Background: an optimization exercise with open tools, aiming at small area, a short achievable clock period and few clock cycles. Do not read the settings as production practice.
RTL that was checked went through simulation tests only; none was proved equivalent to the original.
Power figures rest on the tool's default switching activity, not on a simulated workload.

Setup of lane 3:
Design aesKeyExpansionApb, start of the top module:
module aesKeyExpansionApb (
    input  logic                 clk,
    input  logic                 reset,
    input  logic                 psel,
    input  logic                 penable,
    input  logic                 pwrite,
    input  logic [aesKeyPkg::addrWidth-1:0] paddr,
    input  logic [aesKeyPkg::wordWidth-1:0] pwdata,
    output logic [aesKeyPkg::wordWidth-1:0] prdata,
    output logic                 pready,
    output logic                 pslverr
);
clock: 8.0 ns
lec_check: 0
abc_area: 1
cap_margin: 20
core_margin: 2
core_utilization: 55
cts_buf_list: sky130_fd_sc_hd__clkbuf_8
cts_cluster_diameter: 60
cts_cluster_size: 16
place_density: 0.66
setup_slack_margin: 5.0
slew_margin: 20
standard.sh (not shown) runs the stock make flow with config.mk's settings and CLKGATE_MAP_FILE= SYNTH_SCRIPT=/design/flow/synth_recipe.tcl, a recipe that flattens the netlist after the stock synthesis.
==> flow/flow/run.sh <==
#!/bin/bash
# Layout flow: the standard ORFS flow (standard.sh, with the standard
# synthesis unchanged and the settings of config.mk), except that the port
# buffers every input and output gets are the plain buffer named in
# flow/port_buffer.txt. The full make output goes to flow_make.log here.
set -euo pipefail
BUF=$(cat flow/port_buffer.txt)
bash standard.sh "BUFFER_PORTS_ARGS=-buffer_cell $BUF" finish > flow_make.log 2>&1
==> flow/flow/port_buffer.txt <==
sky130_fd_sc_hd__buf_1
Testbench counts of lane 3, summed over its fixed seeds: cycles 18,048.
--- input diff lane 3..lane 2 ---
--- a/flow/design.v
+++ b/flow/design.v
@@ -234,42 +234,41 @@
     assign tgtIn = paddr[7:4];
     assign rkValid = rkPage & (tgtIn <= 4'd10);
     assign rkRead = ~pwrite & rkValid;
     assign errIn = ~(isKey | isCtrl | isStatus | isRk) | (~pwrite & isRk & ~rkValid);
     logic [31:0] key0, key1, key2, key3;   
     logic [31:0] w0, w1, w2, w3;           
     logic [31:0] n1, n2, n3;
     logic [3:0]  cur;                      
     logic [3:0]  nbr;                      
     logic        down;                     
     logic        half;                     
-    logic [3:0]  tgt;                      
     logic        done;
     logic [2:0]  tcnt;                     
     logic [31:0] tword;
     logic        readyReg;
     logic        errReg;
     logic [3:0]  keyWr;                    
     logic        startPend;                
     logic [31:0] rdata;                    
     logic       tval;
     logic       waiting;
     logic       wantDown;
     logic       stepSetup;
     logic       stepWait;
     logic       flip;
     logic       stepA;
     logic       newDown;
     assign tval = (tcnt == 3'd6);
     assign waiting = ~readyReg;
-    assign wantDown = (tgt < cur);
+    assign wantDown = (tgtIn < cur);
     assign stepSetup = setup & ~pwrite & rkPage & (paddr[3:2] == 2'd0) & (tgtIn == nbr) & tval;
     assign stepWait = waiting & ~half & tval & (wantDown == down);
     assign flip = waiting & ~half & (wantDown != down);
     assign stepA = stepSetup | stepWait;
     assign newDown = (nbr == 4'd10) ? 1'b1 : (nbr == 4'd0) ? 1'b0 : down;
     always_ff @(posedge clk) begin
         if (reset) begin
             cur <= 4'd0;
             nbr <= 4'd1;
             down <= 1'b0;
             half <= 1'b0;
@@ -296,37 +295,36 @@
                 down <= ~down;
                 nbr <= down ? cur + 4'd1 : cur - 4'd1;
             end
             if (startPend | half | flip) begin
                 tcnt <= 3'd0;
             end else if (~tval) begin
                 tcnt <= tcnt + 3'd1;
             end
             if (setup) begin
                 readyReg <= ~rkRead | (tgtIn == cur) | stepSetup;
             end else if (waiting) begin
-                readyReg <= ~half & (cur == tgt);
+                readyReg <= ~half & (cur == tgtIn);
             end
             keyWr <= '0;
             startPend <= 1'b0;
             if (setup & pwrite & isKey) begin
                 keyWr[paddr[3:2]] <= 1'b1;
             end
             if (setup & pwrite & isCtrl & pwdata[0]) begin
                 startPend <= 1'b1;
             end
         end
     end
     always_ff @(posedge clk) begin
         if (setup) begin
-            tgt <= tgtIn;
             errReg <= errIn;
         end
     end
     always_ff @(posedge clk) begin
         if (keyWr[0]) key0 <= pwdata;
         if (keyWr[1]) key1 <= pwdata;
         if (keyWr[2]) key2 <= pwdata;
         if (keyWr[3]) key3 <= pwdata;
     end
     roundKeyGen keyGen (
         .newW0 (w0),
Looking at the reports, lane 2 completed the entire flow and the layout it produced met the timing, DRC and antenna checks. Compared with lane 3, lane 2 shows a worst setup slack for register-to-register paths that is 150 ps lower. Lane 2: total area of multi-input combinational cells 1.5% below lane 3. Via count normalized by instance count (lane 2 vs. lane 3) increases slightly. Looking at count of flip-flops and latches across lane 3 and lane 2, the one that comes out higher is lane 3. Taking lane 3 as the reference point, the area added between synthesis and finish of lane 2 falls by 0.22 points. Lane 2 vs. lane 3: clock skew picked up an extra 19 ps, x dimension of the die lost 0.55%.
Testbench counts of lane 2, summed over its fixed seeds: cycles 18,048.

---

aesKeyExpansionApb, a different RTL version from the one above (not shown whole).
For scale: about 1,700 cells after synthesis, about 20,000 sq um of cells after synthesis.
==> module aesKeyExpansionApb, before the edit <==
module aesKeyExpansionApb (
    input  logic                 clk,
    input  logic                 reset,
    input  logic                 psel,
    input  logic                 penable,
    input  logic                 pwrite,
    input  logic [aesKeyPkg::addrWidth-1:0] paddr,
    input  logic [aesKeyPkg::wordWidth-1:0] pwdata,
    output logic [aesKeyPkg::wordWidth-1:0] prdata,
    output logic                 pready,
    output logic                 pslverr
);
    logic       setup;
    logic       isKey;
    logic       isCtrl;
    logic       isStatus;
    logic       isRk;
    logic       rkPage;
    logic       rkValid;
    logic       rkRead;
    logic       errIn;
    logic [3:0] tgtIn;
    assign setup = psel & ~penable;
    assign isKey = (paddr[11:4] == 8'h00) & (paddr[1:0] == 2'b00);
    assign isCtrl = (paddr == aesKeyPkg::ctrlAddr);
    assign isStatus = (paddr == aesKeyPkg::statusAddr);
    assign isRk = (paddr[11:8] != 4'h0);
    assign rkPage = (paddr[11:8] == 4'h1);
    assign tgtIn = paddr[7:4];
    assign rkValid = rkPage & (tgtIn <= 4'd10);
    assign rkRead = ~pwrite & rkValid;
    assign errIn = ~(isKey | isCtrl | isStatus | isRk) | (~pwrite & isRk & ~rkValid);
    logic [31:0] key0, key1, key2, key3;   
    logic [31:0] w0, w1, w2, w3;           
    logic [31:0] n1, n2, n3;
    logic [3:0]  cur;                      
    logic [3:0]  nbr;                      
    logic        down;                     
    logic        half;                     
    logic        done;
    logic [2:0]  tcnt;                     
    logic [31:0] tword;
    logic        readyReg;
    logic        errReg;
    logic [3:0]  keyWr;                    
    logic        startPend;                
    logic [31:0] rdata;                    
    logic       tval;
    logic       waiting;
    logic       wantDown;
    logic       stepSetup;
    logic       stepWait;
    logic       flip;
    logic       stepA;
    logic       newDown;
    assign tval = (tcnt == 3'd6);
    assign waiting = ~readyReg;
    assign wantDown = (tgtIn < cur);
    assign stepSetup = setup & ~pwrite & rkPage & (paddr[3:2] == 2'd0) & (tgtIn == nbr) & tval;
    assign stepWait = waiting & ~half & tval & (wantDown == down);
    assign flip = waiting & ~half & (wantDown != down);
    assign stepA = stepSetup | stepWait;
    assign newDown = (nbr == 4'd10) ? 1'b1 : (nbr == 4'd0) ? 1'b0 : down;
    always_ff @(posedge clk) begin
        if (reset) begin
            cur <= 4'd0;
            nbr <= 4'd1;
            down <= 1'b0;
            half <= 1'b0;
            done <= 1'b0;
            readyReg <= 1'b1;
            tcnt <= 3'd0;
            keyWr <= 4'd0;
            startPend <= 1'b0;
        end else begin
            if (startPend) begin
                cur <= 4'd0;
                nbr <= 4'd1;
                down <= 1'b0;
                half <= 1'b0;
                done <= 1'b1;
            end else if (half) begin
                half <= 1'b0;
                cur <= nbr;
                down <= newDown;
                nbr <= newDown ? nbr - 4'd1 : nbr + 4'd1;
            end else if (stepA) begin
                half <= 1'b1;
            end else if (flip) begin
                down <= ~down;
                nbr <= down ? cur + 4'd1 : cur - 4'd1;
            end
            if (startPend | half | flip) begin
                tcnt <= 3'd0;
            end else if (~tval) begin
                tcnt <= tcnt + 3'd1;
            end
            if (setup) begin
                readyReg <= ~rkRead | (tgtIn == cur) | stepSetup;
            end else if (waiting) begin
                readyReg <= ~half & (cur == tgtIn);
            end
            keyWr <= '0;
            startPend <= 1'b0;
            if (setup & pwrite & isKey) begin
                keyWr[paddr[3:2]] <= 1'b1;
            end
            if (setup & pwrite & isCtrl & pwdata[0]) begin
                startPend <= 1'b1;
            end
        end
    end
    always_ff @(posedge clk) begin
        if (setup) begin
            errReg <= errIn;
        end
    end
    always_ff @(posedge clk) begin
        if (keyWr[0]) key0 <= pwdata;
        if (keyWr[1]) key1 <= pwdata;
        if (keyWr[2]) key2 <= pwdata;
        if (keyWr[3]) key3 <= pwdata;
    end
    roundKeyGen keyGen (
        .newW0 (w0),
        .w1    (w1),
        .w2    (w2),
        .w3    (w3),
        .tword (tword),
        .down  (down),
        .n1    (n1),
        .n2    (n2),
        .n3    (n3)
    );
    always_ff @(posedge clk) begin
        if (startPend) begin
            w0 <= key0;
        end else if (stepA) begin
            w0 <= w0 ^ tword;
        end
        if (startPend) begin
            w1 <= key1;
            w2 <= key2;
            w3 <= key3;
        end else if (half) begin
            w1 <= n1;
            w2 <= n2;
            w3 <= n3;
        end
    end
    logic [31:0] xword;
    logic [7:0]  sboxIn;
    logic [7:0]  sboxInReg;
    logic [21:0] sboxMid;
    logic [21:0] sboxMidReg;
    logic [7:0]  sboxOut;
    logic [3:0]  rconIdx;
    logic [7:0]  rcon;
    assign xword = down ? (w3 ^ w2) : w3;
    always_comb begin
        case (tcnt[1:0])
            2'd0: sboxIn = xword[23:16];
            2'd1: sboxIn = xword[15:8];
            2'd2: sboxIn = xword[7:0];
            default: sboxIn = xword[31:24];
        endcase
    end
    always_ff @(posedge clk) begin
        sboxInReg <= sboxIn;
    end
    aesSboxTop sboxTop (
        .in  (sboxInReg),
        .mid (sboxMid)
    );
    always_ff @(posedge clk) begin
        sboxMidReg <= sboxMid;
    end
    aesSboxBot sboxBot (
        .mid (sboxMidReg),
        .out (sboxOut)
    );
    assign rconIdx = down ? cur : nbr;
    always_comb begin
        case (rconIdx)
            4'd1: rcon = 8'h01;
            4'd2: rcon = 8'h02;
            4'd3: rcon = 8'h04;
            4'd4: rcon = 8'h08;
            4'd5: rcon = 8'h10;
            4'd6: rcon = 8'h20;
            4'd7: rcon = 8'h40;
            4'd8: rcon = 8'h80;
            4'd9: rcon = 8'h1b;
            4'd10: rcon = 8'h36;
            default: rcon = 8'h00;
        endcase
    end
    always_ff @(posedge clk) begin
        case (tcnt)
            3'd2: tword[31:24] <= sboxOut ^ rcon;
            3'd3: tword[23:16] <= sboxOut;
            3'd4: tword[15:8] <= sboxOut;
            3'd5: tword[7:0] <= sboxOut;
            default: ;
        endcase
    end
    logic        same;
    logic [3:0]  wordIs;
    logic [31:0] w0Step;
    logic [31:0] rdataNext;
    assign same = (tgtIn == cur);
    assign wordIs = 4'b0001 << paddr[3:2];
    assign w0Step = w0 ^ tword;
    always_comb begin
        rdataNext = {30'h0, ~paddr[8] & paddr[4] & paddr[2] & done, 1'b0};
        if (paddr[8]) begin
            rdataNext = rdataNext | ({32{wordIs[0] & same}} & w0) |
                        ({32{wordIs[0] & ~same}} & w0Step) |
                        ({32{wordIs[1]}} & w1) | ({32{wordIs[2]}} & w2) |
                        ({32{wordIs[3]}} & w3);
        end else if (~paddr[4]) begin
            rdataNext = rdataNext | ({32{wordIs[0]}} & key0) | ({32{wordIs[1]}} & key1) |
                        ({32{wordIs[2]}} & key2) | ({32{wordIs[3]}} & key3);
        end
    end
    always_ff @(posedge clk) begin
        rdata <= rdataNext;
    end
    assign prdata = rdata;
    assign pready = readyReg;
    assign pslverr = errReg;
endmodule
==> flow/config.mk <==
export PLATFORM = sky130hd
export DESIGN_NAME = aesKeyExpansionApb
export DESIGN_NICKNAME = aesKeyExpansionApb
export VERILOG_FILES = /design/flow/design.v
export SDC_FILE = /design/flow/constraint.sdc
export NUM_CORES = 4
export LEC_CHECK = 0
export CAP_MARGIN = 20
export CORE_MARGIN = 2
export CORE_UTILIZATION = 40
export CTS_BUF_LIST = sky130_fd_sc_hd__clkbuf_8
export CTS_CLUSTER_DIAMETER = 60
export CTS_CLUSTER_SIZE = 16
export SETUP_SLACK_MARGIN = 5.0
export SLEW_MARGIN = 20
==> flow/constraint.sdc <==
create_clock -name core_clock -period 8.0 [get_ports {clk}]
set_input_delay 1.6000 -clock core_clock [delete_from_list [all_inputs] [get_ports {clk}]]
set_output_delay 1.6000 -clock core_clock [all_outputs]
set_load 0.01 [all_outputs]
run.sh (not shown) runs the stock make flow with config.mk's settings and CLKGATE_MAP_FILE= SYNTH_SCRIPT=/design/flow/synth_recipe.tcl, a recipe that flattens the netlist after the stock synthesis.
Stock flow here: none of the scripts above is used.
Testbench counts at the start, summed over its fixed seeds: cycles 18,048.
Next try:
--- a/flow/design.v
+++ b/flow/design.v
@@ -336,41 +336,42 @@
         .n1    (n1),
         .n2    (n2),
         .n3    (n3)
     );
+    logic        ld;
+    logic        st0;
+    logic        hold0;
+    logic        st;
+    logic        hold;
+    assign ld = startPend;
+    assign st0 = ~startPend & stepA;
+    assign hold0 = ~startPend & ~stepA;
+    assign st = ~startPend & half;
+    assign hold = ~startPend & ~half;
     always_ff @(posedge clk) begin
-        if (startPend) begin
-            w0 <= key0;
-        end else if (stepA) begin
-            w0 <= w0 ^ tword;
-        end
-        if (startPend) begin
-            w1 <= key1;
-            w2 <= key2;
-            w3 <= key3;
-        end else if (half) begin
-            w1 <= n1;
-            w2 <= n2;
-            w3 <= n3;
-        end
+        w0 <= ({32{hold0}} & w0) | ({32{ld}} & key0) | ({32{st0}} & w0Step);
+        w1 <= ({32{hold}} & w1) | ({32{ld}} & key1) | ({32{st}} & n1);
+        w2 <= ({32{hold}} & w2) | ({32{ld}} & key2) | ({32{st}} & n2);
+        w3 <= ({32{hold}} & w3) | ({32{ld}} & key3) | ({32{st}} & n3);
     end
-    logic [31:0] xword;
     logic [7:0]  sboxIn;
     logic [7:0]  sboxInReg;
     logic [21:0] sboxMid;
     logic [21:0] sboxMidReg;
     logic [7:0]  sboxOut;
     logic [3:0]  rconIdx;
     logic [7:0]  rcon;
-    assign xword = down ? (w3 ^ w2) : w3;
+    logic [7:0]  byte3;
+    logic [7:0]  byte2;
     always_comb begin
         case (tcnt[1:0])
-            2'd0: sboxIn = xword[23:16];
-            2'd1: sboxIn = xword[15:8];
-            2'd2: sboxIn = xword[7:0];
-            default: sboxIn = xword[31:24];
+            2'd0: begin byte3 = w3[23:16]; byte2 = w2[23:16]; end
+            2'd1: begin byte3 = w3[15:8]; byte2 = w2[15:8]; end
+            2'd2: begin byte3 = w3[7:0]; byte2 = w2[7:0]; end
+            default: begin byte3 = w3[31:24]; byte2 = w2[31:24]; end
         endcase
     end
+    assign sboxIn = byte3 ^ (byte2 & {8{down}});
     always_ff @(posedge clk) begin
         sboxInReg <= sboxIn;
     end
     aesSboxTop sboxTop (
The new run completed without violations.
Setup slack got worse by 0.0060 ns.
Final area came out lower by about 1.7%.
Critical path depth came out higher by 3.
Via count came out lower by about 0.9%.
Routed wire length is about the same.
Testbench counts after the change, summed over its fixed seeds: cycles 18,048.

---

Another version of the RTL of aesKeyExpansionApb (not shown whole).
For scale: ~2100 cells after synthesis, about 380 flip-flops, ~83 I/O pins.
==> flow/config.mk <==
export PLATFORM = sky130hd
export DESIGN_NAME = aesKeyExpansionApb
export DESIGN_NICKNAME = aesKeyExpansionApb
export VERILOG_FILES = /design/flow/design.v
export SDC_FILE = /design/flow/constraint.sdc
export NUM_CORES = 4
export LEC_CHECK = 0
export ABC_AREA = 1
export CAP_MARGIN = 20
export CORE_MARGIN = 2
export CORE_UTILIZATION = 55
export CTS_BUF_LIST = sky130_fd_sc_hd__clkbuf_8
export CTS_CLUSTER_DIAMETER = 60
export CTS_CLUSTER_SIZE = 16
export PLACE_DENSITY = 0.66
export SLEW_MARGIN = 20
==> flow/constraint.sdc <==
create_clock -name core_clock -period 8.0 [get_ports {clk}]
set_input_delay 1.6000 -clock core_clock [delete_from_list [all_inputs] [get_ports {clk}]]
set_output_delay 1.6000 -clock core_clock [all_outputs]
set_load 0.01 [all_outputs]
standard.sh (not shown) runs the stock make flow with config.mk's settings and CLKGATE_MAP_FILE= SYNTH_SCRIPT=/design/flow/synth_recipe.tcl, a recipe that flattens the netlist after the stock synthesis.
==> flow/flow/run.sh <==
#!/bin/bash
# Layout flow: the standard ORFS flow (standard.sh, with the standard
# synthesis unchanged and the settings of config.mk), except that the port
# buffers every input and output gets are the plain buffer named in
# flow/port_buffer.txt, and timing repair aims for the setup margin in
# flow/margin.txt. The full make output goes to flow_make.log here.
set -euo pipefail
BUF=$(cat flow/port_buffer.txt)
MARGIN=$(cat flow/margin.txt)
bash standard.sh "BUFFER_PORTS_ARGS=-buffer_cell $BUF" "SETUP_SLACK_MARGIN=$MARGIN" finish > flow_make.log 2>&1
==> flow/flow/margin.txt <==
5.15
Scripts as last shown in full above: flow/flow/port_buffer.txt
Edit:
--- a/flow/design.v
+++ b/flow/design.v
@@ -256,12 +256,14 @@
     logic       wantDown;
     logic       stepSetup;
     logic       stepWait;
     logic       flip;
     logic       stepA;
     logic       newDown;
+    assign keyWr = {4{setup & pwrite & isKey}} & (4'b0001 << paddr[3:2]);
+    assign startPend = setup & pwrite & isCtrl & pwdata[0];
     assign tval = (tcnt == 3'd6);
     assign waiting = ~readyReg;
     assign wantDown = (tgt < cur);
     assign stepSetup = setup & ~pwrite & rkPage & (paddr[3:2] == 2'd0) & (tgtIn == nbr) & tval;
     assign stepWait = waiting & ~half & tval & (wantDown == down);
     assign flip = waiting & ~half & (wantDown != down);
@@ -273,50 +275,40 @@
             nbr <= 4'd1;
             down <= 1'b0;
             half <= 1'b0;
             done <= 1'b0;
             readyReg <= 1'b1;
             tcnt <= 3'd0;
-            keyWr <= 4'd0;
-            startPend <= 1'b0;
         end else begin
             if (startPend) begin
                 cur <= 4'd0;
                 nbr <= 4'd1;
                 down <= 1'b0;
                 half <= 1'b0;
                 done <= 1'b1;
             end else if (half) begin
                 half <= 1'b0;
                 cur <= nbr;
                 down <= newDown;
                 nbr <= newDown ? nbr - 4'd1 : nbr + 4'd1;
+            end else if (stepA) begin
+                half <= 1'b1;
             end else if (flip) begin
                 down <= ~down;
                 nbr <= down ? cur + 4'd1 : cur - 4'd1;
-            end else if (stepA) begin
-                half <= 1'b1;
             end
             if (startPend | half | flip) begin
                 tcnt <= 3'd0;
             end else if (~tval) begin
                 tcnt <= tcnt + 3'd1;
             end
             if (setup) begin
                 readyReg <= ~rkRead | (tgtIn == cur) | stepSetup;
             end else if (waiting) begin
                 readyReg <= ~half & (cur == tgt);
             end
-            keyWr <= '0;
-            startPend <= 1'b0;
-            if (setup & pwrite & isKey) begin
-                keyWr[paddr[3:2]] <= 1'b1;
-            end
-            if (setup & pwrite & isCtrl & pwdata[0]) begin
-                startPend <= 1'b1;
-            end
         end
     end
     always_ff @(posedge clk) begin
         if (setup) begin
             tgt <= tgtIn;
             errReg <= errIn;
Clock-buffer cell count fell by 3.
Via count rises by 5.1%.
Cell area rose by 4.3%.
Clock power is about the same.
Die area climbs by 0.96%.
Worst setup slack loses 0.096 ns.
Power went up by about 24%.
Global-route usage is higher by 2.6 points.
Cell count increases by 5.0%.
Sequential power went up by about 6%.
Function was not checked in any run of this note: the RTL went through the layout flow alone.

port drivers added, routing unchanged:
No port has a modelled driver above. Below, the same layouts with a new extraction and two added sets of constraints. Step 1 (the two cells are an assumption about what drives the block):
set clk [get_ports {clk}]
set_driving_cell -lib_cell sky130_fd_sc_hd__clkbuf_16 $clk
set_driving_cell -lib_cell sky130_fd_sc_hd__buf_2 [delete_from_list [all_inputs] $clk]
Step 2 also shifts input and output timing later by t, the mid clock arrival at the registers, as if the neighbouring blocks saw the same clock. a / b / c = ideal ports / drivers / drivers and shift; a / b = the first two.
run | shift t [ns] | slack for setup (ns) | worst setup path after step 2 | worst slew at a driven data input, ns
lane 3 | 0.621 | 5.114 / 5.069 / 4.448 | input to register | 0.09
lane 2 | 0.693 | 5.089 / 5.089 / 4.426 | input to register | 0.06
the first run of note 2 | 0.695 | 5.059 / 5.017 / 4.392 | input to register | 0.04
the second run of note 2 | 0.652 | 5.053 / 5.038 / 4.421 | input to register | 0.05
the first run of note 3 | 0.596 | 5.224 / 5.203 / 4.627 | input to register | 0.06
the second run of note 3 | 0.664 | 5.128 / 5.158 / 4.494 | input to register | 0.05
After both steps every run listed still meets setup and hold. The setup slack of the first run of note 2, which loses most, moves by -0.042 ns with the drivers and by -0.667 ns with both steps.
